From an optimization exercise on the open Yosys and OpenROAD flow, aimed at small area; shortcuts taken in it are not production practice. The RTL was checked by simulation tests, not by an equivalence proof against the original design. Power is estimated from default activity; no workload was simulated.

==> flow/design.v (excerpt) <==
module wb_subsystem_top (
    input  logic                  wb_clk_i,
    input  logic                  rst_n_i,
    input  logic                  wbs_stb_i,
    input  logic                  wbs_we_i,
    input  wb_mux_pkg::wb_addr_t  wbs_adr_i,
    input  wb_mux_pkg::wb_data_t  wbs_dat_i,
    output logic                  wbs_ack_o,
    output wb_mux_pkg::wb_data_t  wbs_dat_o,
    input  wb_mux_pkg::wb_data_t  la_data_i,
    output wb_mux_pkg::wb_data_t  la_data_o,
    output wb_mux_pkg::wb_data_t  la_oen_o,
    input  wb_mux_pkg::gpio_vec_t gpio_in_i,
    output wb_mux_pkg::gpio_vec_t gpio_out_o,
    output wb_mux_pkg::gpio_vec_t gpio_oe_o
);
    logic [7:0]  team_sel;
    logic        in_designs, in_la, in_gpio;
    logic [4:1]  in_team;
    logic        mapped;
    logic        ofs_z, ofs0, ofs4, ofs8;
    assign team_sel   = wbs_adr_i[23:16];
    assign in_designs = (wbs_adr_i[31:24] == 8'h30);
    assign in_la      = (wbs_adr_i[31:16] == 16'h3100);
    assign in_gpio    = (wbs_adr_i[31:16] == 16'h3200);
    assign in_team[1] = in_designs && team_sel == 8'd1;
    assign in_team[2] = in_designs && team_sel == 8'd2;
    assign in_team[3] = in_designs && team_sel == 8'd3;
    assign in_team[4] = in_designs && team_sel == 8'd4;
    assign mapped     = in_la | in_gpio | (|in_team);
    assign ofs_z = (wbs_adr_i[15:4] == 12'h000) && (wbs_adr_i[1:0] == 2'b00);
    assign ofs0  = ofs_z && (wbs_adr_i[3:2] == 2'b00);
    assign ofs4  = ofs_z && (wbs_adr_i[3:2] == 2'b01);
    assign ofs8  = ofs_z && (wbs_adr_i[3:2] == 2'b10);
    logic        r_team, r_la, r_gpio;
    logic [1:0]  slot;
    logic [3:0]  slot_hit;    
    assign r_team = ~wbs_adr_i[25] & ~wbs_adr_i[24];
    assign r_la   = wbs_adr_i[24];
    assign r_gpio = wbs_adr_i[25];
    assign slot   = wbs_adr_i[17:16];
    assign slot_hit[0] = (slot == 2'd0);
  ...
==> flow/config.mk <==
export PLATFORM = sky130hd
export DESIGN_NAME = wb_subsystem_top
export DESIGN_NICKNAME = wb_subsystem_top
export VERILOG_FILES = /design/flow/design.v
export SDC_FILE = /design/flow/constraint.sdc
export NUM_CORES = 4
export LEC_CHECK = 0
export CAP_MARGIN = 20
export CORE_MARGIN = 2
export CORE_UTILIZATION = 65
export SLEW_MARGIN = 20
==> flow/constraint.sdc <==
create_clock -name core_clock -period 6.0 [get_ports {wb_clk_i}]
set_input_delay 1.2000 -clock core_clock [delete_from_list [all_inputs] [get_ports {wb_clk_i}]]
set_output_delay 1.2000 -clock core_clock [all_outputs]
set_load 0.01 [all_outputs]
standard.sh (not shown) runs the stock make flow with config.mk's settings and CLKGATE_MAP_FILE= SYNTH_SCRIPT=/design/flow/synth_recipe.tcl, a recipe that flattens the netlist after the stock synthesis.
==> flow/flow/run.sh <==
#!/bin/bash
# The standard ORFS layout with three changes:
#  - synthesis maps logic with an area-oriented ABC script (flow/area.abc);
#  - ports are buffered with the smallest buffer;
#  - clock tree synthesis uses small clock buffers and no dummy loads.
set -euo pipefail
export AREA_ABC_SCRIPT=$PWD/flow/area.abc
bash standard.sh \
  "SYNTH_SCRIPT=$PWD/flow/synth.tcl" \
  "BUFFER_PORTS_ARGS=-buffer_cell sky130_fd_sc_hd__buf_1" \
  "CTS_ARGS=-sink_clustering_enable -repair_clock_nets -dont_use_dummy_load -buf_list sky130_fd_sc_hd__clkbuf_8 -sink_clustering_size 20 -sink_clustering_max_diameter 50" \
  finish > layout.log 2>&1
==> flow/flow/area.abc <==
strash
dc2
dc2
dch -f
amap
topo
==> flow/flow/synth.tcl <==
# synth_recipe.tcl with one change: ABC maps the combinational logic with
# the area-oriented script in area.abc (flip-flops are mapped before ABC
# runs and keep their names and cell types).
proc synth {args} { yosys synth -nofsm -noshare {*}$args }
proc abc {args} {
  set i [lsearch -exact $args -script]
  if { $i >= 0 } { lset args [expr {$i + 1}] $::env(AREA_ABC_SCRIPT) }
  yosys abc {*}$args
}
source $::env(SCRIPTS_DIR)/synth.tcl
# left out here: clear keep_hierarchy, flatten, clean up, hide names made inside functions, write 1_2_yosys.v
==> next run, changes <==
--- a/flow/design.v
+++ b/flow/design.v
@@ -117,34 +117,15 @@
         scratch_sel = '0;
         count_sel   = '0;
         for (int i = 0; i < 4; i++) begin
             scratch_sel = scratch_sel | (scratch_q[i] & {32{scr_rd[i]}});
             count_sel   = count_sel   | (count_q[i]   & {32{cnt_rd[i]}});
         end
     end
-    logic [7:0]  grp_ones;
-    logic [7:0]  grp_cin;
-    logic [31:0] inc_carry, count_inc;
-    for (genvar g = 0; g < 8; g++) begin : g_grp
-        assign grp_ones[g] = &count_sel[4*g +: 4];
-        if (g == 0) begin : g_first
-            assign grp_cin[g] = 1'b1;
-        end else begin : g_rest
-            assign grp_cin[g] = &grp_ones[g-1:0];
-        end
-        for (genvar b = 0; b < 4; b++) begin : g_bit
-            if (b == 0) begin : g_b0
-                assign inc_carry[4*g+b] = grp_cin[g];
-            end else begin : g_bn
-                assign inc_carry[4*g+b] = grp_cin[g] & (&count_sel[4*g +: b]);
-            end
-        end
-    end
-    assign count_inc  = count_sel ^ inc_carry;
-    assign count_next = (wbs_we_i && ofs8) ? wbs_dat_i : count_inc;
+    assign count_next = (wbs_we_i && ofs8) ? wbs_dat_i : count_sel + 32'd1;
     for (genvar i = 0; i < 4; i++) begin : g_team
         logic hit;
         assign hit = access & r_team & slot_hit[i];
         always_ff @(posedge wb_clk_i) begin
             if (hit && wbs_we_i && ofs0) scratch_q[i] <= wbs_dat_i;
             if (hit)                     count_q[i]   <= count_next;
         end
Effect: Maximum frequency went down by 0.83%; sequential share of layout area fell by 1.3 points; final cell count increases by 3.1%; power climbs by 0.40%; non-clock buffer count rose by 33; clock-buffer cell count does not change; die area went up by 0.42%.

## port drivers added, routing unchanged
No port has a modelled driver above. Below, the same layouts with a new extraction and two added sets of constraints.
Step 1, drivers: a clkbuf_16 drives wb_clk_i and a buf_2 each remaining input, both assumed.
Step 2 adds t to the input delays and takes it off the output delays; t is the mean of the earliest and latest rising clock arrival at the registers after step 1. Input paths then give back, and output paths get back, about the clock's delay inside the block.
Slacks: ideal ports / drivers / drivers and shift; pairs: ideal ports / drivers.
run	shift t [ns]	setup WS [ns]	slew at the worst register clock pin (ns)	cell pins on the clock port's net
the first run	0.576	0.352 / 0.374 / -0.202	0.11 / 0.11	1
the second run	0.592	0.305 / 0.329 / -0.263	0.11 / 0.11	1
With both steps, setup timing fails in the first run and the second run, where it was met with ideal ports. The setup slack of the second run, which loses most, moves by +0.024 ns with the drivers and by -0.568 ns with both steps.
